Context: an optimization exercise on an open-source flow, tuned for small area, a short achievable clock period and few clock cycles per item. The choices shown serve that exercise and are no tape-out recipe. Where RTL was checked, it was by simulation tests only, not by an equivalence proof against the original. No functional check of the RTL was part of runs 6 and 7.

==> flow/run.sh <==
#!/bin/bash
# synth_recipe.tcl (not shown) runs the flow's synth.tcl, then flattens the netlist and writes it again
# the make line also repeats each setting of config.mk as NAME=value (left out here)
make -C /OpenROAD-flow-scripts/flow DESIGN_CONFIG=/design/flow/config.mk WORK_HOME=/design/flow/orfs CLKGATE_MAP_FILE= SYNTH_SCRIPT=/design/flow/synth_recipe.tcl finish
==> flow/config.mk <==
export PLATFORM = sky130hd
export DESIGN_NAME = queenSolver
export DESIGN_NICKNAME = queenSolver
export VERILOG_FILES = /design/flow/design.v
export SDC_FILE = /design/flow/constraint.sdc
export NUM_CORES = 4
export LEC_CHECK = 0
export CAP_MARGIN = 20
export CORE_MARGIN = 2
export CORE_UTILIZATION = 40
export SETUP_SLACK_MARGIN = 4.25
export SLEW_MARGIN = 20
==> flow/constraint.sdc <==
create_clock -name core_clock -period 9.0 [get_ports {clk}]
set_input_delay 1.8000 -clock core_clock [delete_from_list [all_inputs] [get_ports {clk}]]
set_output_delay 1.8000 -clock core_clock [all_outputs]
set_load 0.01 [all_outputs]
==> flow/design.v <==
`default_nettype none
package queenPkg;
	localparam int BoardSize = 12;
	typedef logic [3:0] coordT;
	typedef logic [BoardSize-1:0] maskT;
	typedef logic [2*BoardSize-2:0] diagT;
	typedef enum logic [1:0] {
		sIdle,
		sLoad,
		sSearch,
		sOut
	} solverStateT;
endpackage
`default_nettype wire
`default_nettype none
module queenSolver (
	input  wire logic            clk,
	input  wire logic            rst_n,
	input  wire logic            inValid,
	input  wire queenPkg::coordT row,
	input  wire queenPkg::coordT col,
	output logic                 outValid,
	output queenPkg::coordT      out
);
	localparam int N = queenPkg::BoardSize;
	localparam int Ahead = 3;
	queenPkg::solverStateT state;
	queenPkg::coordT q [N];
	queenPkg::maskT preset;
	queenPkg::maskT below;
	queenPkg::maskT flag;
	logic retry;
	queenPkg::maskT occ;
	queenPkg::maskT curOH;
	assign occ = preset | below;
	always_comb begin
		for (int c = 0; c < N; c++) begin
			curOH[c] = !below[c] && (c == 0 || below[c - 1]);
		end
	end
	queenPkg::maskT qd [N];
	queenPkg::maskT rowAtk;
	queenPkg::diagT riseAtk;
	queenPkg::diagT fallAtk;
	always_comb begin
		for (int c = 0; c < N; c++) begin
			for (int r = 0; r < N; r++) begin
				qd[c][r] = occ[c] && (q[c] == queenPkg::coordT'(r));
			end
		end
		rowAtk = '0;
		riseAtk = '0;
		fallAtk = '0;
		for (int r = 0; r < N; r++) begin
			for (int c = 0; c < N; c++) begin
				rowAtk[r] = rowAtk[r] | qd[c][r];
				riseAtk[r + c] = riseAtk[r + c] | qd[c][r];
				fallAtk[r - c + N - 1] = fallAtk[r - c + N - 1] | qd[c][r];
			end
		end
	end
	logic [N+Ahead-1:0] riseW;
	logic [N+Ahead-1:0] fallW;
	always_comb begin
		riseW = '0;
		fallW = '0;
		for (int c = 0; c < N; c++) begin
			for (int j = 0; j < N + Ahead; j++) begin
				if (j + c <= 2 * N - 2) begin
					riseW[j] = riseW[j] | (curOH[c] & riseAtk[j + c]);
				end
				if (j - Ahead - c + N - 1 >= 0) begin
					fallW[j] = fallW[j] | (curOH[c] & fallAtk[j - Ahead - c + N - 1]);
				end
			end
		end
	end
	queenPkg::coordT curRow;
	always_comb begin
		curRow = '0;
		for (int c = 0; c < N; c++) begin
			curRow = curRow | (curOH[c] ? q[c] : '0);
		end
	end
	queenPkg::maskT free [Ahead + 1];
	queenPkg::maskT laOk;
	queenPkg::maskT avail;
	queenPkg::maskT pick;
	queenPkg::coordT newRow;
	logic [Ahead:0] checkCol;
	logic curOcc;
	logic found;
	logic multi;
	always_comb begin
		for (int d = 0; d <= Ahead; d++) begin
			for (int r = 0; r < N; r++) begin
				free[d][r] = !(rowAtk[r] | riseW[r + d] | fallW[r - d + Ahead]);
			end
		end
	end
	always_comb begin
		checkCol = '0;
		for (int d = 1; d <= Ahead; d++) begin
			for (int c = 0; c + d < N; c++) begin
				checkCol[d] = checkCol[d] | (curOH[c] & !preset[c + d]);
			end
		end
	end
	always_comb begin
		laOk = '1;
		for (int d = 1; d <= Ahead; d++) begin
			for (int r = 0; r < N; r++) begin
				laOk[r] = laOk[r] & (!checkCol[d]
					| (|(free[d] & ~((queenPkg::maskT'(1) << r)
						| (queenPkg::maskT'(1) << (r + d))
						| ((r >= d) ? (queenPkg::maskT'(1) << (r - d)) : '0)))));
			end
		end
	end
	assign curOcc = |(preset & curOH);
	always_comb begin
		for (int r = 0; r < N; r++) begin
			avail[r] = free[0][r] & laOk[r] & !curOcc
				& (!retry || queenPkg::coordT'(r) > curRow);
		end
	end
	always_comb begin
		pick = '0;
		newRow = '0;
		for (int r = N - 1; r >= 0; r--) begin
			if (avail[r]) begin
				pick = '0;
				pick[r] = 1'b1;
				newRow = queenPkg::coordT'(r);
			end
		end
	end
	assign found = |avail;
	assign multi = |(avail & ~pick);
	queenPkg::maskT belowNxt;
	logic lastCol;
	always_comb begin
		belowNxt[0] = below[0] | curOH[0];
		for (int c = 1; c < N; c++) begin
			belowNxt[c] = below[c] | curOH[c] | (belowNxt[c - 1] & preset[c]);
		end
	end
	assign lastCol = &(occ | curOH);
	queenPkg::maskT belowBack;
	logic noFlag;
	always_comb begin
		belowBack = '0;
		for (int c = N - 2; c >= 0; c--) begin
			belowBack[c] = belowBack[c + 1] | flag[c + 1];
		end
	end
	assign noFlag = ~|flag;
	logic step;
	logic load;
	logic idle;
	logic done;
	queenPkg::maskT colOH;
	queenPkg::maskT wsel;
	queenPkg::coordT wdata;
	assign idle = (state == queenPkg::sIdle);
	assign load = inValid && (idle || state == queenPkg::sLoad);
	assign step = (state == queenPkg::sSearch) || (state == queenPkg::sLoad && !inValid);
	assign done = lastCol && (found || curOcc);
	always_comb begin
		colOH = '0;
		for (int c = 0; c < N; c++) begin
			colOH[c] = (col == queenPkg::coordT'(c));
		end
	end
	assign wsel = load ? colOH : ((step && !curOcc) ? curOH : '0);
	assign wdata = load ? row : newRow;
	always_ff @(posedge clk or negedge rst_n) begin
		if (!rst_n) begin
			state <= queenPkg::sIdle;
			outValid <= 1'b0;
		end else begin
			case (state)
				queenPkg::sIdle: begin
					if (inValid) state <= queenPkg::sLoad;
				end
				queenPkg::sLoad, queenPkg::sSearch: begin
					if (step) begin
						if (done) begin
							state <= queenPkg::sOut;
							outValid <= 1'b1;
						end else begin
							state <= queenPkg::sSearch;
						end
					end
				end
				default: begin
					if (curOH[N - 1]) begin
						state <= queenPkg::sIdle;
						outValid <= 1'b0;
					end
				end
			endcase
		end
	end
	always_ff @(posedge clk) begin
		for (int c = 0; c < N; c++) begin
			if (wsel[c]) q[c] <= wdata;
		end
		if (idle) begin
			flag <= '0;
			retry <= 1'b0;
			below <= '0;
			preset <= load ? colOH : '0;
		end else if (load) begin
			preset <= preset | colOH;
		end
		if (step) begin
			if (done) begin
				below <= '0;
			end else if (found || noFlag) begin
				below <= belowNxt;
			end else begin
				below <= belowBack;
			end
			if (found) begin
				flag <= flag | (multi ? curOH : '0);
				retry <= 1'b0;
			end else if (!noFlag) begin
				flag <= flag & belowBack;
				retry <= 1'b1;
			end
		end
		if (state == queenPkg::sOut) begin
			below <= {below[N-2:0], 1'b1};
		end
	end
	assign out = outValid ? curRow : '0;
endmodule
`default_nettype wire
==> results of run 1 <==
## sequential cells by signal, indices dropped and copies added, names as in the netlist
register and flops:
q 48, retry 1, outValid 1, preset 12, state 2, flag 12, below 12
## cells by family after synthesis
kind of cell / count (synthesis) / share of synthesized area, %
buffers and inverters: 119 / 5.07
multiplexers: 8 / 0.729
flip-flops: 88 / 22.3
adder cells (fa/ha/maj): 5 / 0.538
AND/OR/NAND/NOR: 763 / 42.2
AO/OA/AOI/OAI: 427 / 29.2
## worst max-delay path, delay by kind of cell, from the launching register on
family,cells,cell delay [ps]
and+or+nand+nor,7,2330
AOI/OAI and AO/OA,7,1660
buffers and inverters,4,660
DFF,1,430
## what timing repair did
item / CTS / global route
pin swaps: 86 / 40
cloned: 4 / 0
resized for setup: 343 / 89
endpoints found under the setup margin: 78 / 78
buffers inserted: 204 / 63
## layout make-up
class,instances,area [um^2],share of cell area (%)
multi-input combinational,1206,10400,63.5
tap,378,473,2.90
inverter,22,82.6,0.506
sequential,88,2490,15.2
clock buffer,9,225,1.38
timing repair buffer,308,2640,16.2
antenna,2,5.00,0.0307
clock inverter,7,47.5,0.291
## cell usage in the layout, fill, tap and decap left out, drive strengths merged, types with 24 or more instances in the layout
cell type  netlist  routed
a31oi           64      64
a221oi          24      24
nand2b          54      54
and3            26      26
buf             51     292
nand3           91      91
nor2b           38      38
o22ai           43      43
a21oi           51      51
edfxtp          71      71
nand4           69      69
nand2           89      89
nor3            93      93
nor4            70      70
a22oi           44      44
nor2           121     123
o21ai           43      43
## metal layers
metal  up-vias  wire [um]
met1      7389      25100
met3       409      10000
met5         -          0
met2      1383      28300
met4         0       5960
li1       6208          -
## per-stage QoR
| step | util (%) | setup slack, ps |
|---|---|---|
| after floorplan | - | 4290 |
| after CTS | 55.6 | 4130 |
| after detailed placement | 41.7 | 2500 |
| after global routing | 59.1 | 3760 |
| after global placement | 41.7 | 2340 |
| final | 59.1 | 3660 |
## how the worst min path moves through the flow
stage | from | endpoint | slack (ps)
3_3_place_gp | flag[4]$_DFF_P_ | flag[4]$_DFF_P_ | 440
3_5_place_dp | flag[4]$_DFF_P_ | flag[4]$_DFF_P_ | 450
2_1_floorplan | flag[4]$_DFF_P_ | flag[4]$_DFF_P_ | 430
6_report | flag[4]$_DFF_P_ | flag[4]$_DFF_P_ | 480
5_1_grt | flag[6]$_DFF_P_ | flag[6]$_DFF_P_ | 500
4_1_cts | flag[4]$_DFF_P_ | flag[4]$_DFF_P_ | 470
==> flow_summary.yaml, run 1 <==
outcome:
  status: "timing/DRC/antenna clean"
floorplanning:
  rows: 61
  die_h_um: 171
  core_mm2: 0.0276
  fp.dieArea_mm2: 0.0292
  dieWidth_um: 171
  ios: 16
  initial_utilization_pct: 40.4
logic_synthesis:
  synth_edf_count: 71
  synth_seq_cells: 88
  syn_avg_cell_area_um2: 7.91
  postSynth.asyncResetShare_pct: 3.41
  netlist_top_cells_area: "edfxtp_1 (19%), nor2_1 (3.7%), nand3_1 (3.7%)"
  synth.top_cell.area_share_pct: 19.1
  synth_commonest_cells: "nor2_1 (110), nand2_1 (88), nand3_1 (82)"
  yosysWarnings: 5
  netlist_area_mm2: 0.0112
  ys_types: 108
  syn_nets: 1425
  syn_inst: 1410
  synth.most_common_cell: "nor2_1"
  yosysTopAreaCell: "edfxtp_1"
  synthFlopType: "edfxtp_1"
  seq_area_frac_synth_pct: 22.3
sta:
  fmax_ghz: 0.187
  tightestPinTransition_ps: 1340
  skew_ps: 8.38
  setup_viol: 0
  finalSetupTns_ps: 0
  slew_headroom_pct: 10.0
  finalHoldViolations: 0
  hold_ws_ps: 484
  drv_slew: 0
  rsz0062_at_grt: "yes"
  period_minus_slack_ps: 5340
  fin_crit_sh_pct: 59.3
setup_path:
  required_ps: 9100
  cp.arrival_ps: 5440
  cp_max_fo: 16
  cpMaxStageDelayCell: "nor3_1"
  cp_cell_sequence: "buf_4 -> buf_4 -> nand2b_1 -> o22ai_1 -> nor2_1 -> o221ai_1 -> nor3_1 -> a31o_4 -> nor4_4 -> buf_4 -> a311oi_4 -> o221ai_2 -> nand4_4 -> nor4_4 -> buf_4 -> a31oi_4 -> nor2_4 -> a22o_1"
  slowest_delay_ps: 1040
  timing.critical_path.mode_cell: "buf_4"
  crit_end: "below[10]$_DFFE_PP_"
  end_kind: "flip-flop"
  rr_endpoint: "below[10]$_DFFE_PP_"
  rrSetupSlack_ps: 3660
  critPathLaunchType: "flip-flop"
  critical_path_class: "flip-flop to flip-flop"
  worstSetupStartpoint: "below[4]$_DFFE_PP_"
  ff2ff_path_depth: 18
  rr_startpoint: "below[4]$_DFFE_PP_"
clocking:
  ctsLongestPathBuffers: 2
  cts_max_level: 3
  cts_buffers: 9
  clk_pin_slew_ps: 70
  insertion_delay_ps: 350
  clock_sinks: 88
  cts_tree: "built"
  cts_root_buffer: "clkbuf_16"
  holdBufCountCts: 0
routing:
  vias_per_cell: 7.62
  drc: 0
  vias: 15400
  drt-initial-drc-count: 2997
  dr.pass1.iters: 8
  drtAntennaViolNets: 0
  drt_wl_total_um: 69400
  wire_per_inst_um: 34.4
final_layout:
  area_delta_synth_final_pct: 46.3
  design_area_mm2: 0.0163
  drive_above_1_share_pct: 41.3
  final_cells: 2020
  nets: 1650
  n_fill_cell: 2494
placement:
  dp.cells: 1730
  place_area_mm2: 0.0115
  gp_congestion: 1.10
  io_buffers: 15
  place_hpwl_um: 50500
global_routing:
  first_global_vias: 14500
  grt_first_pass_wirelength_um: 99000
  grt_usage_pct: 46.8
  grt-ovfl-total: 0
  use_met2_pct: 67.6
  antenna_found_initial: 1
  grt_max_degree: 29
  gr-usage-met1_pct: 59.2
  gr-usage-met3_pct: 15.7
  top_usage_layer: "met2"
run:
  max_cap_viol_count: 0
min_path:
  min_path_type: "flip-flop to flip-flop"
  holdPathStages: 1
Testbench counts, summed over its fixed seeds: cycles 102,449, puzzles 1,280.
==> run 2: changes to the inputs <==
--- a/flow/config.mk
+++ b/flow/config.mk
@@ -8,5 +8,5 @@
 export CAP_MARGIN = 20
 export CORE_MARGIN = 2
 export CORE_UTILIZATION = 40
-export SETUP_SLACK_MARGIN = 4.25
+export SETUP_SLACK_MARGIN = 3.0
 export SLEW_MARGIN = 20
==> run 2 against run 1 <==
Effect of this change:
- wire length decreased by 9.0%
- count of clock-buffer cells in the layout unchanged
- still clean on timing, DRC and antenna
- utilization decreased by 15 points
- sequential cell count unchanged
- hold slack got worse by 5.7 ps
- synthesized cell count unchanged
- critical endpoint is now below[3]$_DFFE_PP_
==> flow_summary.yaml, run 2 <==
final_layout:
  area_delta_synth_final_pct: 8.20
  design_area_mm2: 0.0121
  nets: 1384
  final_common_cell: "nor2_1"
  layout_common_cells: "nor2_1 (109), nand2_1 (88), nand3_1 (82)"
  diodes: 0
  drive_above_1_share_pct: 14.2
  largest_reg_flops: 48
  regMostFlops: "q"
floorplanning:
  initial_utilization_pct: 40.4
  rows: 61
  dieWidth_um: 171
  die_h_um: 171
  core_mm2: 0.0276
  fp.dieArea_mm2: 0.0292
  ios: 16
global_routing:
  first_global_vias: 12600
  antenna_found_initial: 1
  grt-ovfl-total: 0
  grt_usage_pct: 42.9
  grt_first_pass_wirelength_um: 90500
  grt_max_degree: 29
clocking:
  cts_tree: "built"
  insertion_delay_ps: 340
  clock_sinks: 88
  cts_max_level: 3
  clk_pin_slew_ps: 70
  ctsLongestPathBuffers: 2
  cts_buffers: 9
  cts_root_buffer: "clkbuf_16"
  holdBufCountCts: 0
routing:
  dr.pass1.iters: 9
  vias: 13700
  drt-initial-drc-count: 2997
  wire_per_inst_um: 36.1
  vias_per_cell: 7.80
  drc: 0
  drtAntennaViolNets: 0
  drt_wl_total_um: 63200
placement:
  place_hpwl_um: 50500
  dp_slack_ps: 2500
  io_buffers: 15
  place_area_mm2: 0.0115
  gp_congestion: 1.10
setup_path:
  cpMaxStageDelayCell: "a2111oi_0"
  worstSetupStartpoint: "preset[8]$_DFFE_PP_"
  cp_max_fo: 10
  rr_startpoint: "preset[8]$_DFFE_PP_"
  cp.arrival_ps: 6000
  end_kind: "flip-flop"
  cp_top_family: "simple AND/OR/NAND/NOR gates"
  critical_path_class: "flip-flop to flip-flop"
  critPathLaunchType: "flip-flop"
  path_buf_inv: 0
  cp_cell_sequence: "or2_1 -> nand3_1 -> nand4_1 -> or3_1 -> a2111oi_0 -> nand4_1 -> nor3_4 -> nor4_4 -> a311oi_2 -> o221ai_2 -> nand4_2 -> nor4_4 -> nand2_2 -> mux2_1 -> a22o_1"
  slowest_delay_ps: 730
  required_ps: 9100
logic_synthesis:
  yosysWarnings: 5
  synth.most_common_cell: "nor2_1"
  synth.top_cell.area_share_pct: 19.1
  synthFlopType: "edfxtp_1"
  synth_seq_cells: 88
  seq_area_frac_synth_pct: 22.3
  synth_commonest_cells: "nor2_1 (110), nand2_1 (88), nand3_1 (82)"
  netlist_area_mm2: 0.0112
  netlist_top_cells_area: "edfxtp_1 (19%), nor2_1 (3.7%), nand3_1 (3.7%)"
  syn_avg_cell_area_um2: 7.91
  syn_nets: 1425
  yosysTopAreaCell: "edfxtp_1"
  synth_edf_count: 71
  syn_inst: 1410
  postSynth.asyncResetShare_pct: 3.41
  ys_types: 108
sta:
  rsz0062_at_grt: "no"
  period_minus_slack_ps: 5900
  finalWorstSetupSlack_ps: 3100
  setup_viol: 0
  slew_headroom_pct: 19.7
  skew_ps: 8.52
  finalSetupTns_ps: 0
  finalHoldViolations: 0
  drv_slew: 0
  hold_ws_ps: 478
  fmax_ghz: 0.169
  fin_crit_sh_pct: 65.6
  tightestPinTransition_ps: 1190
outcome:
  status: "timing/DRC/antenna clean"
run:
  max_cap_viol_count: 0
min_path:
  min_path_type: "flip-flop to flip-flop"
  min-delay-start: "flag[4]$_DFF_P_"
-- run 2: cells by family after synthesis --
group	count (synthesis)	synth area share, %
AND/OR/NAND/NOR	763	42.2
AO/OA/AOI/OAI	427	29.2
buffers and inverters	119	5.07
flip-flops	88	22.3
multiplexers	8	0.729
adder cells (fa/ha/maj)	5	0.538
-- run 2: cell type report --
class,instances,area [um^2]
clock buffers,9,225
clock inverters,7,47.5
fillers,2827,15600
inverters,22,82.6
multi-input cells,1203,8360
flip-flops and latches,88,2490
well taps,378,473
repair buffers,45,400
-- run 2: what timing repair did --
action,in CTS,in global routing
setup endpoints to repair,36,63
buffers inserted,2,4
pin swaps,1,2
endpoints found under the hold margin,0,0
gates resized for setup,6,27
-- run 2: through the flow --
step,std cells,util [%]
detailed placement,1730,41.7
global placement,1730,41.7
CTS,1748,42.9
floorplan,1410,-
finish,1752,43.7
global route,1752,43.7
-- run 2: final timing paths --
kind,endpoint,slack (ps),depth (start not counted)
max reg2reg,below[3]$_DFFE_PP_,3100,15
min reg2reg,flag[4]$_DFF_P_,480,1
min in group asynchronous,state[1]$_DFFE_PN0P_,1650,1
min,flag[4]$_DFF_P_,480,1
max in group asynchronous,state[0]$_DFFE_PN0P_,7200,1
max,below[3]$_DFFE_PP_,3100,15
-- run 2: metal layers --
metal | part of all wire [%] | GRT usage (%) | wire length [um] | vias up
li1 | - | - | - | 5662
met3 | 13 | 11.6 | 8500 | 293
met5 | 0 | 0 | 0 | -
met2 | 41 | 62.9 | 25900 | 1168
met4 | 7.2 | 22.7 | 4530 | 0
met1 | 38 | 57.3 | 24200 | 6543
==> run 3: changes to the inputs <==
--- a/flow/config.mk
+++ b/flow/config.mk
@@ -8,5 +8,5 @@
 export CAP_MARGIN = 20
 export CORE_MARGIN = 2
 export CORE_UTILIZATION = 40
-export SETUP_SLACK_MARGIN = 3.0
+export SETUP_SLACK_MARGIN = 2.5
 export SLEW_MARGIN = 20
==> run 3 against run 2 <==
Effect of this change:
- largest cell class unchanged
- synthesized cell count did not move
- sequential cell count did not move
- clock skew down 2.0 ps
- critical path depth shrank 3
- first-iteration DRC count down 0.20%
- register-to-register slack got worse by 590 ps
- fmax is 9.1% lower
- critical path type unchanged
- die area did not move
- global-route usage is 0.069 points lower
==> flow_summary.yaml, run 3 <==
floorplanning:
  initial_utilization_pct: 40.4
  dieWidth_um: 171
  ios: 16
  die_h_um: 171
  fp.dieArea_mm2: 0.0292
  core_mm2: 0.0276
  rows: 61
global_routing:
  first_global_vias: 12700
  top_usage_layer: "met2"
  grt_max_degree: 29
  antenna_found_initial: 0
  use_met2_pct: 62.3
  gr-usage-met1_pct: 56.9
  gr-usage-met3_pct: 11.8
  grt_usage_pct: 42.8
  grt-ovfl-total: 0
  grt_first_pass_wirelength_um: 90400
logic_synthesis:
  synth_seq_cells: 88
  yosysWarnings: 5
  synth_mux_area_share_pct: 0.729
  synth_top_family_by_area: "simple AND/OR/NAND/NOR gates"
  netlist_top_cells_area: "edfxtp_1 (19%), nor2_1 (3.7%), nand3_1 (3.7%)"
  postSynth.asyncResetShare_pct: 3.41
  synth-compound-area-share_pct: 29.2
  syn_inst: 1410
  synth-simple-area-share_pct: 42.2
  syn_nets: 1425
  netlist_area_mm2: 0.0112
  synth.top_cell.area_share_pct: 19.1
  synth_xor_area_share_pct: 0
  synth_fa_ha_area_share_pct: 0.538
  synth.most_common_cell: "nor2_1"
  synth_commonest_cells: "nor2_1 (110), nand2_1 (88), nand3_1 (82)"
  syn_avg_cell_area_um2: 7.91
  yosysTopAreaCell: "edfxtp_1"
  seq_area_frac_synth_pct: 22.3
  synthFlopType: "edfxtp_1"
  synth_edf_count: 71
  ys_types: 108
routing:
  drc: 0
  drt_wl_total_um: 63200
  vias_per_cell: 7.82
  drt-initial-drc-count: 2991
  wire_per_inst_um: 36.1
  dr.pass1.iters: 9
  drtAntennaViolNets: 0
  vias: 13700
clocking:
  cts_max_level: 3
  holdBufCountCts: 0
  clock_sinks: 88
  cts_buffers: 9
  clk_pin_slew_ps: 70
  insertion_delay_ps: 340
  ctsLongestPathBuffers: 2
  cts_tree: "built"
  cts_root_buffer: "clkbuf_16"
run:
  max_cap_viol_count: 0
placement:
  place_hpwl_um: 50500
  io_buffers: 15
  gp_congestion: 1.10
  place_area_mm2: 0.0115
  dp_slack_ps: 2500
final_layout:
  largest_reg_flops: 48
  drive_above_1_share_pct: 13.0
  area_delta_synth_final_pct: 6.21
  regMostFlops: "q"
  layout_common_cells: "nor2_1 (110), nand2_1 (88), nand3_1 (82)"
  final_common_cell: "nor2_1"
  design_area_mm2: 0.0119
  nets: 1381
setup_path:
  cp_max_fo: 12
  critical_path_class: "flip-flop to flip-flop"
  cp.arrival_ps: 6540
  required_ps: 9040
  ff2ff_path_depth: 12
  end_kind: "flip-flop"
  critPathLaunchType: "flip-flop"
sta:
  drv_slew: 0
  finalWorstSetupSlack_ps: 2500
  finalHoldViolations: 0
  skew_ps: 6.50
  fin_crit_sh_pct: 72.2
  tightestPinTransition_ps: 1190
  period_minus_slack_ps: 6500
  rsz0062_at_grt: "no"
  setup_viol: 0
  fmax_ghz: 0.154
  finalSetupTns_ps: 0
  slew_headroom_pct: 19.9
min_path:
  min_path_type: "flip-flop to flip-flop"
  holdPathStages: 1
outcome:
  status: "timing/DRC/antenna clean"
==> run 3: cell counts after synthesis <==
No cell type changed its count.
==> run 3: kinds of logic after synthesis <==
group | after synthesis
AND/OR/NAND/NOR | 763
AO/OA/AOI/OAI | 427
buffers and inverters | 119
flip-flops | 88
multiplexers | 8
adder cells (fa/ha/maj) | 5
==> run 3: final cells by class <==
class | instances | area, um^2
Multi-Input combinational cell | 1203 | 8180
Clock inverter | 7 | 47.5
Timing Repair Buffer | 42 | 353
Clock buffer | 9 | 225
Fill cell | 2848 | 15800
Inverter | 22 | 82.6
Antenna cell | 1 | 2.50
Sequential cell | 88 | 2490
Tap cell | 378 | 473
==> run 3: metrics by stage <==
step	instances	hold slack, ps	util (%)
CTS	1746	470	42.7
floorplan	1410	433	-
global route	1749	500	42.9
global placement	1730	437	41.7
detailed placement	1730	455	41.7
finish	1750	471	42.9
==> run 3: final timing paths <==
check                                          from                   end  slack, ps
max in group asynchronous                     rst_n  outValid$_DFFE_PN0P_       7200
min in group asynchronous                     rst_n  state[1]$_DFFE_PN0P_       1650
worst min-delay path                flag[4]$_DFF_P_       flag[4]$_DFF_P_        470
worst max register to register  preset[9]$_DFFE_PP_    q[10][1]$_DFFE_PP_       2500
worst max-delay path            preset[9]$_DFFE_PP_    q[10][1]$_DFFE_PP_       2500
worst min register to register      flag[4]$_DFF_P_       flag[4]$_DFF_P_        470
==> run 3: what timing repair did <==
item	4_1_cts	5_1_grt
pin swaps	0	1
resized for setup	1	3
hold endpoints to repair	0	0
endpoints found under the setup margin	12	33
buffers inserted	0	3
==> run 3: critical path: stages (launching register included) <==
cell	delay, ps
edfxtp_1	550
nor2_2	550
nor3_1	260
nor4_2	860
a21oi_1	150
a2111oi_0	920
nand3_1	370
a2111oi_1	810
o221ai_2	360
a21oi_4	310
a31oi_1	120
o311a_1	340
o31ai_4	580
==> run 3: per-layer routing <==
metal	vias to the layer above	share of wire, %
li1	5660	-
met1	6511	39
met2	1215	41
met3	298	13
met4	0	7.3
met5	-	0
==> run 4: changes to the inputs <==
--- a/flow/config.mk
+++ b/flow/config.mk
@@ -7,6 +7,6 @@
 export LEC_CHECK = 0
 export CAP_MARGIN = 20
 export CORE_MARGIN = 2
-export CORE_UTILIZATION = 40
-export SETUP_SLACK_MARGIN = 2.5
+export CORE_UTILIZATION = 50
+export SETUP_SLACK_MARGIN = 3.5
 export SLEW_MARGIN = 20
==> run 4 against run 3 <==
Effect of this change:
- synthesized area unchanged
- critical path depth grew 3
- final cell count decreased by 2.2%
- hold slack lost 2.6 ps
- largest cell class unchanged
- still clean on timing, DRC and antenna
==> flow_summary.yaml, run 4 <==
placement:
  place_hpwl_um: 44400
  gp_congestion: 1.20
  dp.cells: 1629
  io_buffers: 15
  place_area_mm2: 0.0114
  dp_slack_ps: 2410
clocking:
  insertion_delay_ps: 340
  ctsLongestPathBuffers: 2
  cts_max_level: 3
  cts_buffers: 9
  clk_pin_slew_ps: 70
  cts_root_buffer: "clkbuf_16"
  clock_sinks: 88
  cts_tree: "built"
  holdBufCountCts: 0
logic_synthesis:
  synthFlopType: "edfxtp_1"
  syn_nets: 1425
  synth.top_cell.area_share_pct: 19.1
  synth_seq_cells: 88
  postSynth.asyncResetShare_pct: 3.41
  synth.most_common_cell: "nor2_1"
  synth_edf_count: 71
  netlist_top_cells_area: "edfxtp_1 (19%), nor2_1 (3.7%), nand3_1 (3.7%)"
  syn_inst: 1410
  netlist_area_mm2: 0.0112
  yosysWarnings: 5
  seq_area_frac_synth_pct: 22.3
  yosysTopAreaCell: "edfxtp_1"
  syn_avg_cell_area_um2: 7.91
  ys_types: 108
  synth_commonest_cells: "nor2_1 (110), nand2_1 (88), nand3_1 (82)"
floorplanning:
  ios: 16
  rows: 54
  core_mm2: 0.0219
  die_h_um: 153
  fp.dieArea_mm2: 0.0235
  dieWidth_um: 153
  initial_utilization_pct: 51.0
outcome:
  status: "timing/DRC/antenna clean"
global_routing:
  first_global_vias: 12800
  use_met2_pct: 66.9
  grt_max_degree: 28
  top_usage_layer: "met2"
  gr-usage-met1_pct: 61.3
  antenna_found_initial: 0
  grt-ovfl-total: 0
  grt_first_pass_wirelength_um: 83900
  grt_usage_pct: 47.3
  gr-usage-met3_pct: 16.6
setup_path:
  path_buf_inv: 0
  worstSetupStartpoint: "preset[3]$_DFFE_PP_"
  slowest_delay_ps: 680
  critical_path_class: "flip-flop to flip-flop"
  cp_top_family: "simple AND/OR/NAND/NOR gates"
  cp_cell_sequence: "nor2_4 -> nor3_1 -> nor3_1 -> nand2_1 -> a222oi_1 -> nand4_2 -> o221ai_1 -> a2111oi_4 -> nand2_1 -> o211ai_4 -> nand4_2 -> nor4_4 -> nand2_4 -> mux2_1 -> a22o_1"
  cpMaxStageDelayCell: "nor3_1"
  rr_startpoint: "preset[3]$_DFFE_PP_"
  critPathLaunchType: "flip-flop"
  cp.arrival_ps: 5610
  cp_max_fo: 10
  end_kind: "flip-flop"
  required_ps: 9100
min_path:
  min_path_type: "flip-flop to flip-flop"
  min-delay-start: "flag[4]$_DFF_P_"
sta:
  skew_ps: 9.91
  finalWorstSetupSlack_ps: 3490
  rsz0062_at_grt: "no"
  fin_crit_sh_pct: 61.2
  hold_ws_ps: 468
  period_minus_slack_ps: 5510
  finalHoldViolations: 0
  slew_headroom_pct: 20.7
  finalSetupTns_ps: 0
  setup_viol: 0
  tightestPinTransition_ps: 1190
  drv_slew: 0
  fmax_ghz: 0.181
routing:
  drc: 0
  wire_per_inst_um: 34.4
  dr.pass1.iters: 10
  drt_wl_total_um: 58800
  vias_per_cell: 8.31
  drt-initial-drc-count: 3453
  vias: 14200
  drtAntennaViolNets: 0
final_layout:
  area_delta_synth_final_pct: 18.1
  final_util_pct: 60.2
  design_area_mm2: 0.0132
  n_fill_cell: 1987
  drive_above_1_share_pct: 23.8
  multi_input_area_mm2: 0.00911
  seq_area_mm2: 0.00249
  largest_reg_flops: 48
  layout_common_cells: "nor2_1 (103), nand2_1 (88), buf_4 (82)"
  final_common_cell: "nor2_1"
  final_cells: 1711
  nets: 1441
  diodes: 0
  regMostFlops: "q"
run:
  max_cap_viol_count: 0
## run 4: cell types whose count changed in the layout (fill, tap and decap cells not counted), sizes merged
cell / previous run / this run
buf: 27 / 87
clkinv: 5 / 2
clkinvlp: 1 / 3
diode: 1 / 0
inv: 23 / 24
## run 4: cell families (layout without fill, tap and decap cells)
| logic type | Yosys count | in the layout | share of synthesized area, % |
|---|---|---|---|
| AND/OR/NAND/NOR | 763 | 763 | 42.2 |
| flip-flops | 88 | 88 | 22.3 |
| AO/OA/AOI/OAI | 427 | 427 | 29.2 |
| multiplexers | 8 | 8 | 0.729 |
| adder cells (fa/ha/maj) | 5 | 5 | 0.538 |
| buffers and inverters | 119 | 140 | 5.07 |
## run 4: final timing paths
check                                       endpoint  slack (ps)  cells past startpoint
worst max-delay path              below[3]$_DFFE_PP_        3490                     15
worst min-delay path                 flag[4]$_DFF_P_         470                      1
worst max register to register    below[3]$_DFFE_PP_        3490                     15
worst min register to register       flag[4]$_DFF_P_         470                      1
max in group asynchronous       state[0]$_DFFE_PN0P_        7210                      1
min in group asynchronous       outValid$_DFFE_PN0P_        1640                      1
## run 4: final cells by class
cell class,count,area share (%)
Sequential cell,88,18.9
Inverter,22,0.627
Multi-Input combinational cell,1203,69.2
Timing Repair Buffer,102,6.57
Clock buffer,9,1.71
Tap cell,280,2.66
Clock inverter,7,0.408
## run 4: worst reg2reg max path: cells and delay by family (launching register included)
kind / cells / cell delay [ps]
simple gates: 9 / 3010
flops: 1 / 600
compound gates: 5 / 1300
mux: 1 / 360
## run 4: routing by layer
layer | vias up | share of wire [%]
li1 | 5781 | -
met1 | 6539 | 36
met2 | 1470 | 39
met3 | 434 | 16
met4 | 0 | 9.0
met5 | - | 0
## run 4: timing repair
action | in CTS | in global routing
pin swaps | 3 | 26
resized for setup | 49 | 121
buffers inserted | 10 | 56
setup endpoints to repair | 75 | 65
==> run 5: changes to the inputs <==
--- a/flow/config.mk
+++ b/flow/config.mk
@@ -7,6 +7,6 @@
 export LEC_CHECK = 0
 export CAP_MARGIN = 20
 export CORE_MARGIN = 2
-export CORE_UTILIZATION = 50
+export CORE_UTILIZATION = 40
 export SETUP_SLACK_MARGIN = 3.5
 export SLEW_MARGIN = 20
==> run 5 against run 4 <==
Effect of this change:
- utilization decreased by 12 points
- via count decreased by 1.2%
- non-clock buffer count unchanged
- sequential share of layout area decreased by 0.050 points
- critical path type unchanged
- count of clock-buffer cells in the layout unchanged
- highest routed layer is now met5
==> flow_summary.yaml, run 5 <==
outcome:
  status: "timing/DRC/antenna clean"
logic_synthesis:
  synthFlopType: "edfxtp_1"
  yosysWarnings: 5
  postSynth.asyncResetShare_pct: 3.41
  syn_avg_cell_area_um2: 7.91
  ys_types: 108
  synth_edf_count: 71
  seq_area_frac_synth_pct: 22.3
  netlist_top_cells_area: "edfxtp_1 (19%), nor2_1 (3.7%), nand3_1 (3.7%)"
  synth.top_cell.area_share_pct: 19.1
  synth_seq_cells: 88
  syn_nets: 1425
  synth.most_common_cell: "nor2_1"
  syn_inst: 1410
  yosysTopAreaCell: "edfxtp_1"
  synth_commonest_cells: "nor2_1 (110), nand2_1 (88), nand3_1 (82)"
  netlist_area_mm2: 0.0112
global_routing:
  grt-ovfl-total: 0
  grt_usage_pct: 43.1
  grt_first_pass_wirelength_um: 91100
  first_global_vias: 12800
  grt_max_degree: 29
  antenna_found_initial: 0
sta:
  slew_headroom_pct: 11.4
  tightestPinTransition_ps: 1320
  fmax_ghz: 0.181
  finalHoldViolations: 0
  period_minus_slack_ps: 5520
  finalSetupTns_ps: 0
  skew_ps: 6.72
  drv_slew: 0
  rsz0062_at_grt: "yes"
  setup_viol: 0
  fin_crit_sh_pct: 61.4
final_layout:
  n_fill_cell: 2756
  nets: 1441
  diodes: 0
  drive_above_1_share_pct: 24.1
  seq_area_mm2: 0.00249
  regMostFlops: "q"
  largest_reg_flops: 48
  area_delta_synth_final_pct: 18.4
  layout_common_cells: "nor2_1 (102), nand2_1 (88), buf_4 (85)"
  design_area_mm2: 0.0132
  multi_input_area_mm2: 0.00907
  final_common_cell: "nor2_1"
  final_util_pct: 47.8
routing:
  vias: 14000
  wire_per_inst_um: 35.5
  drtAntennaViolNets: 0
  vias_per_cell: 7.77
  drt_wl_total_um: 64200
  dr.pass1.iters: 11
  drt-initial-drc-count: 2755
  drc: 0
setup_path:
  critPathLaunchType: "flip-flop"
  cp.arrival_ps: 5750
  end_kind: "flip-flop"
  required_ps: 9230
  cp_max_fo: 8
  critical_path_class: "flip-flop to flip-flop"
floorplanning:
  initial_utilization_pct: 40.4
  ios: 16
  dieWidth_um: 171
  die_h_um: 171
  rows: 61
  fp.dieArea_mm2: 0.0292
  core_mm2: 0.0276
run:
  max_cap_viol_count: 0
clocking:
  clock_sinks: 88
  cts_max_level: 3
  ctsLongestPathBuffers: 2
  cts_root_buffer: "clkbuf_16"
  clk_pin_slew_ps: 70
  insertion_delay_ps: 340
  cts_tree: "built"
  cts_buffers: 9
placement:
  place_hpwl_um: 50500
  place_area_mm2: 0.0115
  gp_congestion: 1.10
  io_buffers: 15
min_path:
  min_path_type: "flip-flop to flip-flop"
run 5: cell counts after synthesis:
No cell type changed its count.
run 5: per-layer routing:
metal  up-vias  wire length [um]  track usage, %
li1       5776                 -               -
met1      6706             24600            57.6
met2      1237             26300            63.3
met3       328              8520            11.1
met4         2              4790            23.8
met5         -                50               0
run 5: cells by family after synthesis:
| logic type | Yosys count | share of synthesized area, % |
|---|---|---|
| compound gates | 427 | 29.2 |
| fa+ha+maj | 5 | 0.538 |
| buf+inv | 119 | 5.07 |
| flops | 88 | 22.3 |
| mux | 8 | 0.729 |
| simple gates | 763 | 42.2 |
run 5: critical path: stages (launching register included):
cell and delay, ps:
edfxtp_1 460, nor2b_1 380, nor3b_2 650, and3b_1 330, a21oi_1 240, a221oi_1 100
nand4_2 260, o221ai_1 270, a2111oi_4 420, nand2_1 210, o211ai_2 340, nand4_2 250
nor4_4 530, buf_4 240, and2_1 320, a32oi_1 150, a32o_1 250
run 5: what timing repair did:
action | CTS | global route
pin swaps | 6 | 17
buffers inserted | 10 | 53
setup endpoints to repair | 75 | 63
resized for setup | 60 | 109
hold buffers | 0 | 0
run 5: area by class of cell:
| type | instances | area share [%] |
|---|---|---|
| tap | 378 | 3.58 |
| inverter | 22 | 0.625 |
| clock buffer | 9 | 1.70 |
| clock inverter | 7 | 0.360 |
| timing repair buffer | 102 | 6.27 |
| sequential | 88 | 18.8 |
| multi-input combinational | 1203 | 68.6 |
run 5: stage by stage:
stage,setup WS (ps),std cells,hold slack (ps)
after floorplan,4290,1410,433
after CTS,3510,1756,470
after global routing,3410,1809,500
final,3480,1809,481
after detailed placement,2500,1730,455
after global placement,2340,1730,437
run 5: path summary, 6_finish.rpt:
check	startpoint	end	slack, ps	cells past startpoint
worst max-delay path	q[2][3]$_DFFE_PP_	flag[6]$_DFF_P_	3480	16
worst min-delay path	flag[4]$_DFF_P_	flag[4]$_DFF_P_	480	1
worst max register to register	q[2][3]$_DFFE_PP_	flag[6]$_DFF_P_	3480	16
worst min register to register	flag[4]$_DFF_P_	flag[4]$_DFF_P_	480	1
max in group asynchronous	rst_n	state[0]$_DFFE_PN0P_	7200	1
min in group asynchronous	rst_n	state[1]$_DFFE_PN0P_	1640	1
==> run 6: changes to the inputs <==
--- a/flow/design.v
+++ b/flow/design.v
@@ -23,7 +23,7 @@
 	output queenPkg::coordT      out
 );
 	localparam int N = queenPkg::BoardSize;
-	localparam int Ahead = 3;
+	localparam int Ahead = 4;
 	queenPkg::solverStateT state;
 	queenPkg::coordT q [N];
 	queenPkg::maskT preset;
--- a/flow/config.mk
+++ b/flow/config.mk
@@ -8,5 +8,5 @@
 export CAP_MARGIN = 20
 export CORE_MARGIN = 2
 export CORE_UTILIZATION = 40
-export SETUP_SLACK_MARGIN = 3.5
+export SETUP_SLACK_MARGIN = 3.0
 export SLEW_MARGIN = 20
==> run 6 against run 5 <==
Effect of this change:
- final cell count increased by 0.11%
- synthesized area is essentially flat
- cell area fell by 4.3%
- critical path depth stayed put
- critical path type unchanged
- critical endpoint is now below[7]$_DFFE_PP_
==> flow_summary.yaml, run 6 <==
final_layout:
  drive_above_1_share_pct: 16.1
  nets: 1442
  layout_common_cells: "nor2_1 (116), nor3_1 (95), nand2_1 (83)"
  final_util_pct: 45.7
  regMostFlops: "q"
  area_delta_synth_final_pct: 13.2
  largest_reg_flops: 48
  final_common_cell: "nor2_1"
setup_path:
  required_ps: 9100
  end_kind: "flip-flop"
  cp.arrival_ps: 6190
  critical_path_class: "flip-flop to flip-flop"
  crit_end: "below[7]$_DFFE_PP_"
  rrSetupSlack_ps: 2910
  cpMaxStageDelayCell: "or4_1"
  worstSetupStartpoint: "preset[6]$_DFFE_PP_"
  cp_cell_sequence: "nor2_4 -> nor3_1 -> or4_1 -> or4_1 -> a222oi_1 -> nand3_2 -> nor4b_2 -> nor4_2 -> a31oi_1 -> nand4_1 -> nand4_1 -> nor3_4 -> buf_12 -> nand3b_4 -> mux2_2 -> a22o_1"
  rr_startpoint: "preset[6]$_DFFE_PP_"
  rr_endpoint: "below[7]$_DFFE_PP_"
  critPathLaunchType: "flip-flop"
  cp_max_fo: 15
  slowest_delay_ps: 660
  ff2ff_path_depth: 16
routing:
  drt_wl_total_um: 64000
  wire_per_inst_um: 35.3
  drtAntennaViolNets: 0
  vias: 14400
  drt-initial-drc-count: 3106
  dr.pass1.iters: 14
  vias_per_cell: 7.95
  drc: 0
clocking:
  cts_tree: "built"
  insertion_delay_ps: 350
  clk_pin_slew_ps: 60
  cts_root_buffer: "clkbuf_16"
  cts_max_level: 3
  ctsLongestPathBuffers: 2
  cts_buffers: 9
  clock_sinks: 88
  holdBufCountCts: 0
sta:
  slew_headroom_pct: 25.3
  skew_ps: 10.9
  finalSetupTns_ps: 0
  drv_slew: 0
  setup_viol: 0
  finalHoldViolations: 0
  tightestPinTransition_ps: 1120
  rsz0062_at_grt: "no"
  fin_crit_sh_pct: 67.6
  period_minus_slack_ps: 6090
  fmax_ghz: 0.164
logic_synthesis:
  netlist_area_mm2: 0.0112
  yosysTopAreaCell: "edfxtp_1"
  synth_top_family_by_area: "simple AND/OR/NAND/NOR gates"
  synth_edf_count: 71
  syn_nets: 1466
  synth_seq_cells: 88
  synth_commonest_cells: "nor2_1 (117), nor3_1 (114), nand2_1 (83)"
  synth_fa_ha_area_share_pct: 0.639
  syn_avg_cell_area_um2: 7.70
  ys_types: 99
  syn_inst: 1451
  yosysWarnings: 5
  seq_area_frac_synth_pct: 22.3
  synthFlopType: "edfxtp_1"
  synth.top_cell.area_share_pct: 19.1
  synth-compound-area-share_pct: 28.3
  synth_xor_area_share_pct: 0
  synth-simple-area-share_pct: 43.3
  netlist_top_cells_area: "edfxtp_1 (19%), nor3_1 (5.1%), nor4_1 (4.1%)"
  postSynth.asyncResetShare_pct: 3.41
  synth_mux_area_share_pct: 0.829
  synth.most_common_cell: "nor2_1"
global_routing:
  grt-ovfl-total: 0
  antenna_found_initial: 2
  grt_usage_pct: 42.9
  first_global_vias: 12900
  grt_max_degree: 30
  grt_first_pass_wirelength_um: 90600
run:
  max_cap_viol_count: 0
floorplanning:
  fp.dieArea_mm2: 0.0293
  core_mm2: 0.0276
  rows: 61
  ios: 16
  initial_utilization_pct: 40.4
  dieWidth_um: 171
  die_h_um: 171
placement:
  gp_congestion: 1.17
  place_hpwl_um: 50300
  io_buffers: 15
min_path:
  min_path_type: "flip-flop to flip-flop"
outcome:
  status: "timing/DRC/antenna clean"
==> run 6: cell types whose count changed after synthesis, sizes merged, moves of 10 or more <==
cell / change
o22ai: +20
nand4b: +12
nand2b: +12
o31ai: +25
buf: -11
nor4: +15
nor3: +28
or4: +10
clkbuf: +15
a2111oi: -13
nand4: -14
nand3: -19
or3: +21
a31oi: -26
==> run 6: worst min-delay path by stage <==
| stage | start | end | slack [ps] | cells past startpoint |
|---|---|---|---|---|
| after floorplan | flag[1]$_DFF_P_ | flag[1]$_DFF_P_ | 440 | 2 |
| after global placement | flag[1]$_DFF_P_ | flag[1]$_DFF_P_ | 450 | 2 |
| after detailed placement | flag[1]$_DFF_P_ | flag[1]$_DFF_P_ | 460 | 2 |
| after CTS | flag[1]$_DFF_P_ | flag[1]$_DFF_P_ | 470 | 2 |
| after global routing | flag[1]$_DFF_P_ | flag[1]$_DFF_P_ | 510 | 2 |
| final | flag[1]$_DFF_P_ | flag[1]$_DFF_P_ | 480 | 2 |
==> run 6: cell families (layout without fill, tap and decap cells) <==
logic type / Yosys count / after routing
and+or+nand+nor: 820 / 820
AOI/OAI and AO/OA: 412 / 412
muxes: 9 / 9
adders and majority gates: 6 / 6
DFF: 88 / 88
other: 0 / 1
buffers and inverters: 116 / 97
==> run 6: layout make-up <==
type	count	area, um^2
Antenna cell	1	2.50
Sequential cell	88	2490
Multi-Input combinational cell	1247	8740
Tap cell	378	473
Timing Repair Buffer	66	568
Inverter	15	56.3
Fill cell	2811	15000
Clock buffer	10	229
Clock inverter	6	83.8
==> run 6: per-layer routing <==
metal | part of all wire (%) | vias to the layer above | GRT usage (%)
met5 | 0 | - | 0
met4 | 7.3 | 0 | 22.0
met3 | 14 | 350 | 13.8
met2 | 41 | 1321 | 63.8
met1 | 38 | 6826 | 55.4
li1 | - | 5900 | -
==> run 6: what timing repair did <==
item	4_1_cts	5_1_grt
resized for setup	16	67
buffers inserted	1	10
pin swaps	1	6
gates cloned	0	0
setup endpoints to repair	49	62
==> run 6: critical path: cells and delay by family (launching register included) <==
family	cells	cell delay [ps]
simple gates	11	3660
compound gates	3	1030
flops	1	610
mux	1	370
buf+inv	1	150
==> run 6: metrics by stage <==
stage | setup WS (ps) | instances | hold WS, ps | instance area (um^2)
2_1_floorplan | 4120 | 1451 | 436 | 11200
3_3_place_gp | 2080 | 1782 | 451 | 11700
3_5_place_dp | 2430 | 1783 | 460 | 11700
4_1_cts | 3010 | 1800 | 469 | 12100
5_1_grt | 2950 | 1810 | 513 | 12600
6_report | 2910 | 1811 | 477 | 12600
==> run 7: changes to the inputs <==
--- a/flow/design.v
+++ b/flow/design.v
@@ -23,7 +23,7 @@
 	output queenPkg::coordT      out
 );
 	localparam int N = queenPkg::BoardSize;
-	localparam int Ahead = 4;
+	localparam int Ahead = 3;
 	queenPkg::solverStateT state;
 	queenPkg::coordT q [N];
 	queenPkg::maskT preset;
@@ -106,14 +106,30 @@
 			end
 		end
 	end
-	always_comb begin
+	queenPkg::maskT loAny [Ahead + 1];
+	queenPkg::maskT hiAny [Ahead + 1];
+	always_comb begin
+		for (int d = 1; d <= Ahead; d++) begin
+			loAny[d][0] = 1'b0;
+			for (int x = 1; x < N; x++) begin
+				loAny[d][x] = loAny[d][x - 1] | free[d][x - 1];
+			end
+			hiAny[d][N - 1] = 1'b0;
+			for (int x = N - 2; x >= 0; x--) begin
+				hiAny[d][x] = hiAny[d][x + 1] | free[d][x + 1];
+			end
+		end
 		laOk = '1;
 		for (int d = 1; d <= Ahead; d++) begin
 			for (int r = 0; r < N; r++) begin
-				laOk[r] = laOk[r] & (!checkCol[d]
-					| (|(free[d] & ~((queenPkg::maskT'(1) << r)
-						| (queenPkg::maskT'(1) << (r + d))
-						| ((r >= d) ? (queenPkg::maskT'(1) << (r - d)) : '0)))));
+				logic ok;
+				ok = !checkCol[d];
+				if (r - d > 0) ok = ok | loAny[d][r - d];
+				if (r + d < N - 1) ok = ok | hiAny[d][r + d];
+				for (int s = r - d + 1; s < r + d; s++) begin
+					if (s != r && s >= 0 && s < N) ok = ok | free[d][s];
+				end
+				laOk[r] = laOk[r] & ok;
 			end
 		end
 	end
--- a/flow/config.mk
+++ b/flow/config.mk
@@ -8,5 +8,5 @@
 export CAP_MARGIN = 20
 export CORE_MARGIN = 2
 export CORE_UTILIZATION = 40
-export SETUP_SLACK_MARGIN = 3.0
+export SETUP_SLACK_MARGIN = 3.5
 export SLEW_MARGIN = 20
==> run 7 against run 6 <==
Effect of this change:
- still clean
- sequential share of layout area is 2.0 points lower
- final cell count is 3.1% higher
- hold slack worse by 2.3 ps
- critical path type unchanged
==> flow_summary.yaml, run 7 <==
sta:
  rsz0062_at_grt: "yes"
  hold_ws_ps: 475
  skew_ps: 14.8
  finalSetupTns_ps: 0
  fin_crit_sh_pct: 61.4
  slew_headroom_pct: 26.7
  period_minus_slack_ps: 5530
  setup_viol: 0
  tightestPinTransition_ps: 1100
  fmax_ghz: 0.181
  finalHoldViolations: 0
  drv_slew: 0
placement:
  io_buffers: 15
  place_hpwl_um: 48900
  gp_congestion: 1.11
  place_area_mm2: 0.0116
  dp.cells: 1711
setup_path:
  cp.depth: 16
  cp_cell_sequence: "or2_1 -> nand3_1 -> nand4_1 -> nor3_2 -> o221ai_1 -> a2111oi_0 -> nand3_1 -> a31oi_1 -> o211ai_1 -> nand4_2 -> nor4_4 -> buf_4 -> a2111oi_4 -> nor3_4 -> buf_12 -> a32o_1"
  cp_top_family: "simple AND/OR/NAND/NOR gates"
  path_buf_inv: 2
  ff2ff_path_depth: 16
  critical_path_class: "flip-flop to flip-flop"
  slowest_delay_ps: 770
  cp.arrival_ps: 5620
  timing.critical_path.mode_cell: "nand3_1"
  cp_max_fo: 10
  critPathLaunchType: "flip-flop"
  cpMaxStageDelayCell: "nor3_2"
  end_kind: "flip-flop"
  required_ps: 9090
global_routing:
  grt-ovfl-total: 0
  use_met2_pct: 63.8
  top_usage_layer: "met2"
  antenna_found_initial: 0
  gr-usage-met1_pct: 58.6
  grt_max_degree: 27
  first_global_vias: 13000
  gr-usage-met3_pct: 13.9
  grt_first_pass_wirelength_um: 92400
  grt_usage_pct: 44.1
routing:
  vias: 14700
  drc: 0
  wire_per_inst_um: 35.4
  drt-initial-drc-count: 3248
  drt_wl_total_um: 66100
  vias_per_cell: 7.86
  dr.pass1.iters: 10
  drtAntennaViolNets: 0
final_layout:
  layout_common_cells: "buf_4 (170), nor2_1 (108), nand2_1 (78)"
  final_cells: 1868
  largest_reg_flops: 48
  final_common_cell: "buf_4"
  n_fill_cell: 2577
  design_area_mm2: 0.0141
  diodes: 0
  area_delta_synth_final_pct: 28.3
  drive_above_1_share_pct: 28.0
  nets: 1537
  regMostFlops: "q"
logic_synthesis:
  syn_nets: 1413
  yosysTopAreaCell: "edfxtp_1"
  ys_types: 107
  synth_seq_cells: 88
  synth_commonest_cells: "nor3_1 (112), nor2_1 (111), nand2_1 (81)"
  synth.top_cell.area_share_pct: 19.4
  netlist_top_cells_area: "edfxtp_1 (19%), nor3_1 (5.1%), a31oi_1 (4.1%)"
  yosysWarnings: 7
  synth_edf_count: 71
  syn_inst: 1398
  postSynth.asyncResetShare_pct: 3.41
  seq_area_frac_synth_pct: 22.6
  synth.most_common_cell: "nor3_1"
  netlist_area_mm2: 0.0110
  synthFlopType: "edfxtp_1"
  syn_avg_cell_area_um2: 7.86
outcome:
  status: "timing/DRC/antenna clean"
clocking:
  cts_buffers: 9
  ctsLongestPathBuffers: 2
  cts_tree: "built"
  holdBufCountCts: 0
  cts_root_buffer: "clkbuf_16"
  clock_sinks: 88
  insertion_delay_ps: 340
  cts_max_level: 3
  clk_pin_slew_ps: 60
floorplanning:
  dieWidth_um: 170
  die_h_um: 170
  rows: 60
  fp.dieArea_mm2: 0.0288
  core_mm2: 0.0270
  initial_utilization_pct: 40.8
  ios: 16
run:
  max_cap_viol_count: 0
min_path:
  holdPathStages: 2
  min_path_type: "flip-flop to flip-flop"
-- run 7: per-stage QoR --
step	util (%)	setup slack [ps]
floorplan	-	4290
global placement	42.8	2390
detailed placement	42.9	2380
CTS	47.5	3490
global route	52.3	3430
finish	52.3	3470
-- run 7: worst register-to-register path, delay by kind of cell, from the launching register on --
family | cells | cell delay [ps]
AOI/OAI and AO/OA | 6 | 2020
buffers and inverters | 2 | 330
DFF | 1 | 510
and+or+nand+nor | 8 | 2460
-- run 7: path summary, 6_finish.rpt --
check / slack [ps] / end / from
worst max-delay path: 3470 / below[3]$_DFFE_PP_ / preset[9]$_DFFE_PP_
worst max register to register: 3470 / below[3]$_DFFE_PP_ / preset[9]$_DFFE_PP_
min in group asynchronous: 1650 / outValid$_DFFE_PN0P_ / rst_n
max in group asynchronous: 7180 / state[1]$_DFFE_PN0P_ / rst_n
worst min-delay path: 480 / flag[8]$_DFF_P_ / flag[8]$_DFF_P_
worst min register to register: 480 / flag[8]$_DFF_P_ / flag[8]$_DFF_P_
-- run 7: final cells by class --
cell class / instances / area, um^2 / share of cell area [%]
Clock buffer: 10 / 229 / 1.62
Clock inverter: 6 / 60.1 / 0.426
Inverter: 19 / 75.1 / 0.532
Multi-Input combinational cell: 1200 / 9090 / 64.5
Sequential cell: 88 / 2490 / 17.6
Tap cell: 341 / 427 / 3.03
Timing Repair Buffer: 203 / 1730 / 12.2
Timing Repair inverter: 1 / 5.00 / 0.0355
-- run 7: what timing repair did --
item	4_1_cts	5_1_grt
pin swaps	24	29
setup endpoints to repair	75	51
gates resized for setup	74	107
setup buffers	55	83
gates cloned	1	2
-- run 7: kinds of logic after synthesis --
logic type,share of synthesized area (%)
flip-flops,22.6
multiplexers,0.842
buffers and inverters,4.60
adder cells (fa/ha/maj),0.637
AND/OR/NAND/NOR,41.3
AO/OA/AOI/OAI,30.0
-- run 7: layer usage --
metal	up-vias	share of wire [%]
li1	5993	-
met1	6888	37
met2	1389	39
met3	413	15
met4	0	8.5
met5	-	0
==> run 8: changes to the inputs <==
--- a/flow/design.v
+++ b/flow/design.v
@@ -32,7 +32,6 @@
 	logic retry;
 	queenPkg::maskT occ;
 	queenPkg::maskT curOH;
-	assign occ = preset | below;
 	always_comb begin
 		for (int c = 0; c < N; c++) begin
 			curOH[c] = !below[c] && (c == 0 || below[c - 1]);
@@ -106,37 +105,21 @@
 			end
 		end
 	end
-	queenPkg::maskT loAny [Ahead + 1];
-	queenPkg::maskT hiAny [Ahead + 1];
-	always_comb begin
-		for (int d = 1; d <= Ahead; d++) begin
-			loAny[d][0] = 1'b0;
-			for (int x = 1; x < N; x++) begin
-				loAny[d][x] = loAny[d][x - 1] | free[d][x - 1];
-			end
-			hiAny[d][N - 1] = 1'b0;
-			for (int x = N - 2; x >= 0; x--) begin
-				hiAny[d][x] = hiAny[d][x + 1] | free[d][x + 1];
-			end
-		end
+	always_comb begin
 		laOk = '1;
 		for (int d = 1; d <= Ahead; d++) begin
 			for (int r = 0; r < N; r++) begin
-				logic ok;
-				ok = !checkCol[d];
-				if (r - d > 0) ok = ok | loAny[d][r - d];
-				if (r + d < N - 1) ok = ok | hiAny[d][r + d];
-				for (int s = r - d + 1; s < r + d; s++) begin
-					if (s != r && s >= 0 && s < N) ok = ok | free[d][s];
-				end
-				laOk[r] = laOk[r] & ok;
+				laOk[r] = laOk[r] & (!checkCol[d]
+					| (|(free[d] & ~((queenPkg::maskT'(1) << r)
+						| (queenPkg::maskT'(1) << (r + d))
+						| ((r >= d) ? (queenPkg::maskT'(1) << (r - d)) : '0)))));
 			end
 		end
 	end
 	assign curOcc = |(preset & curOH);
 	always_comb begin
 		for (int r = 0; r < N; r++) begin
-			avail[r] = free[0][r] & laOk[r] & !curOcc
+			avail[r] = free[0][r] & laOk[r] & !curOcc & step
 				& (!retry || queenPkg::coordT'(r) > curRow);
 		end
 	end
@@ -218,36 +201,55 @@
 			endcase
 		end
 	end
+	queenPkg::maskT presetNxt;
+	queenPkg::maskT belowPlace;
+	queenPkg::maskT belowElse;
+	queenPkg::maskT flagElse;
+	logic retryElse;
+	always_comb begin
+		presetNxt = (idle ? '0 : preset) | (load ? colOH : '0);
+		belowPlace = lastCol ? '0 : belowNxt;
+		if (step) begin
+			if (curOcc && lastCol) begin
+				belowElse = '0;
+			end else if (noFlag) begin
+				belowElse = belowNxt;
+			end else begin
+				belowElse = belowBack;
+			end
+		end else if (state == queenPkg::sOut) begin
+			belowElse = {below[N-2:0], 1'b1};
+		end else if (idle) begin
+			belowElse = '0;
+		end else begin
+			belowElse = below;
+		end
+		if (idle) begin
+			flagElse = '0;
+			retryElse = 1'b0;
+		end else if (step && !noFlag) begin
+			flagElse = flag & belowBack;
+			retryElse = 1'b1;
+		end else begin
+			flagElse = flag;
+			retryElse = retry;
+		end
+	end
 	always_ff @(posedge clk) begin
 		for (int c = 0; c < N; c++) begin
 			if (wsel[c]) q[c] <= wdata;
 		end
-		if (idle) begin
-			flag <= '0;
+		preset <= presetNxt;
+		if (found) begin
+			below <= belowPlace;
+			occ <= belowPlace | preset;
+			flag <= flag | (multi ? curOH : '0);
 			retry <= 1'b0;
-			below <= '0;
-			preset <= load ? colOH : '0;
-		end else if (load) begin
-			preset <= preset | colOH;
-		end
-		if (step) begin
-			if (done) begin
-				below <= '0;
-			end else if (found || noFlag) begin
-				below <= belowNxt;
-			end else begin
-				below <= belowBack;
-			end
-			if (found) begin
-				flag <= flag | (multi ? curOH : '0);
-				retry <= 1'b0;
-			end else if (!noFlag) begin
-				flag <= flag & belowBack;
-				retry <= 1'b1;
-			end
-		end
-		if (state == queenPkg::sOut) begin
-			below <= {below[N-2:0], 1'b1};
+		end else begin
+			below <= belowElse;
+			occ <= belowElse | presetNxt;
+			flag <= flagElse;
+			retry <= retryElse;
 		end
 	end
 	assign out = outValid ? curRow : '0;
==> run 8 against run 7 <==
Effect of this change:
- non-clock buffer count down 109
- final cell count is 2.3% lower
- hold slack better by 52 ps
- setup slack got worse by 16 ps
- first-iteration DRC count shrank 10%
- highest routed layer unchanged
==> flow_summary.yaml, run 8 <==
outcome:
  status: "timing/DRC/antenna clean"
sta:
  fin_crit_sh_pct: 61.6
  rsz0062_at_grt: "yes"
  fmax_ghz: 0.180
  finalSetupTns_ps: 0
  finalWorstSetupSlack_ps: 3460
  period_minus_slack_ps: 5540
  setup_viol: 0
  drv_slew: 0
  slew_headroom_pct: 20.6
  finalHoldViolations: 0
  skew_ps: 8.65
  tightestPinTransition_ps: 1190
min_path:
  min_path_type: "flip-flop to flip-flop"
  holdPathStages: 2
  min-delay-start: "preset[0]$_DFF_P_"
routing:
  vias_per_cell: 7.81
  drt_wl_total_um: 62600
  dr.pass1.iters: 7
  drc: 0
  wire_per_inst_um: 34.3
  drtAntennaViolNets: 0
  vias: 14300
  drt-initial-drc-count: 2916
logic_synthesis:
  synth_mux_area_share_pct: 0.676
  netlist_area_mm2: 0.0109
  synthFlopType: "edfxtp_1"
  synth-compound-area-share_pct: 32.3
  synth_seq_cells: 100
  yosysWarnings: 5
  synth_fa_ha_area_share_pct: 0.756
  synth.most_common_cell: "nor2_1"
  synth.top_cell.area_share_pct: 16.5
  seq_area_frac_synth_pct: 24.0
  synth_xor_area_share_pct: 0
  syn_nets: 1491
  synth_top_family_by_area: "simple AND/OR/NAND/NOR gates"
  syn_avg_cell_area_um2: 7.41
  synth-simple-area-share_pct: 37.0
  syn_inst: 1475
  ys_types: 90
  netlist_top_cells_area: "edfxtp_1 (16%), nor2_1 (7.1%), dfxtp_1 (6.8%)"
  synth_edf_count: 60
  postSynth.asyncResetShare_pct: 3.00
  yosysTopAreaCell: "edfxtp_1"
  synth_commonest_cells: "nor2_1 (207), o22ai_1 (115), a21oi_1 (113)"
final_layout:
  nets: 1495
  layout_common_cells: "nor2_1 (191), o22ai_1 (113), a21oi_1 (112)"
  n_fill_cell: 2718
  regMostFlops: "q"
  largest_reg_flops: 48
  final_common_cell: "nor2_1"
  area_delta_synth_final_pct: 16.3
  diodes: 0
  drive_above_1_share_pct: 17.3
setup_path:
  ff2ff_path_depth: 17
  critical_path_class: "flip-flop to flip-flop"
  rr_startpoint: "q[11][0]$_DFFE_PP_"
  critPathLaunchType: "flip-flop"
  cp.arrival_ps: 5780
  end_kind: "flip-flop"
  required_ps: 9240
  cp_max_fo: 32
  worstSetupStartpoint: "q[11][0]$_DFFE_PP_"
floorplanning:
  ios: 16
  initial_utilization_pct: 40.7
  die_h_um: 169
  core_mm2: 0.0269
  dieWidth_um: 169
  fp.dieArea_mm2: 0.0287
  rows: 60
global_routing:
  first_global_vias: 13000
  antenna_found_initial: 1
  grt_max_degree: 41
  grt-ovfl-total: 0
  grt_first_pass_wirelength_um: 89900
  grt_usage_pct: 42.3
placement:
  io_buffers: 15
  dp_slack_ps: 2470
  gp_congestion: 1.07
  place_hpwl_um: 47700
clocking:
  holdBufCountCts: 0
  clk_pin_slew_ps: 70
  cts_buffers: 9
  clock_sinks: 100
  cts_root_buffer: "clkbuf_16"
  insertion_delay_ps: 350
  cts_max_level: 3
  cts_tree: "built"
  ctsLongestPathBuffers: 2
run:
  max_cap_viol_count: 0
run 8: cell count changes after synthesis, sizes merged, moves of 28 or more:
cell    before  now
nand2b      69   41
nor3       114   68
a31oi       73   11
o22ai       43  115
nor2       123  207
a21oi       68  113
run 8: worst max-delay path, cell delays in order, from the launching register on:
cell and delay [ps]:
edfxtp_1 500, nand2b_1 440, o22ai_1 340, nor4_4 520, nand2_2 240, a2111oi_0 560, nand4_1 190, buf_4 210
buf_4 150, nor3_1 350, nor3_2 160, nand4b_1 170, nand4_1 260, and3_4 250, and2_4 250, nand2_8 230
mux2_2 360, a211o_1 220
run 8: per-layer routing:
| layer | wire length, um | vias to the layer above | global-route usage (%) |
|---|---|---|---|
| met5 | 0 | - | 0 |
| met1 | 24400 | 6807 | 57.4 |
| met3 | 7730 | 309 | 9.03 |
| met4 | 4290 | 0 | 20.5 |
| met2 | 26100 | 1280 | 63.9 |
| li1 | - | 5862 | - |
run 8: through the flow:
step           hold WS (ps)  area (um^2)  std cells  util, %
6_report                527        12700       1825     47.3
5_1_grt                 551        12700       1825     47.3
4_1_cts                 509        11900       1779     44.4
3_5_place_dp            510        11300       1760     42.0
3_3_place_gp            486        11300       1760     42.0
2_1_floorplan           454        10900       1475        -
run 8: worst paths after layout:
| kind | slack, ps | end |
|---|---|---|
| setup reg to reg | 3460 | occ[11]$_DFF_P_ |
| setup / recovery | 3460 | occ[11]$_DFF_P_ |
| min in group asynchronous | 1620 | outValid$_DFFE_PN0P_ |
| max in group asynchronous | 7240 | state[0]$_DFFE_PN0P_ |
| hold reg to reg | 530 | occ[0]$_DFF_P_ |
| hold / removal | 530 | occ[0]$_DFF_P_ |
run 8: kinds of logic (layout without fill, tap and decap cells):
kind of cell,after synthesis,count (layout)
muxes,7,7
buffers and inverters,133,142
and+or+nand+nor,708,708
DFF,100,100
adders and majority gates,7,7
AOI/OAI and AO/OA,520,520
run 8: cell type report:
class                   instances  area, um^2  share of cell area, %
repair buffers                 94         759                   5.98
flip-flops and latches        100        2620                   20.6
inverters                      32         120                  0.945
clock inverters                 7        97.6                  0.768
clock buffers                   9         225                   1.77
multi-input cells            1242        8460                   66.6
well taps                     341         427                   3.36
run 8: repair_timing:
action	CTS	global route
setup endpoints to repair	86	99
pin swaps	3	18
resized for setup	52	83
buffers inserted	3	46
Testbench counts of run 8, summed over its fixed seeds: cycles 102,449, puzzles 1,280.

## separate check: timing with driven ports
The results above use ideal ports. As a check the final layouts listed here were re-extracted and re-timed, cells and wires unchanged. Step 1, drivers: a clkbuf_16 drives clk and a buf_2 each remaining input, both assumed. Step 2 adds t to the input delays and takes it off the output delays; t is the mean of the earliest and latest rising clock arrival at the registers after step 1. Input paths then give back, and output paths get back, about the clock's delay inside the block. a / b / c = no drivers / after step 1 / after step 2; a / b = the first two.
run	t (ns)	slack for setup (ns)	hold slack, ns	worst slew at a driven data input, ns	cell pins on the clock port's net
run 1	0.377	3.663 / 3.663 / 3.663	0.484 / 0.484 / 0.484	0.04	1
run 2	0.383	3.098 / 3.098 / 3.098	0.478 / 0.478 / 0.478	0.04	1
run 3	0.381	2.505 / 2.505 / 2.505	0.471 / 0.471 / 0.471	0.04	1
run 4	0.371	3.489 / 3.489 / 3.489	0.468 / 0.468 / 0.468	0.03	1
run 5	0.381	3.478 / 3.478 / 3.478	0.481 / 0.481 / 0.481	0.04	1
run 6	0.383	2.914 / 2.914 / 2.914	0.477 / 0.477 / 0.477	0.03	1
run 7	0.376	3.474 / 3.474 / 3.474	0.475 / 0.475 / 0.475	0.04	1
run 8	0.389	3.458 / 3.458 / 3.339	0.527 / 0.527 / 0.527	0.04	1
After both steps setup and hold are still met in every run listed. The setup slack of run 8, which loses most, moves by 0.000 ns with the drivers and by -0.119 ns with both steps.
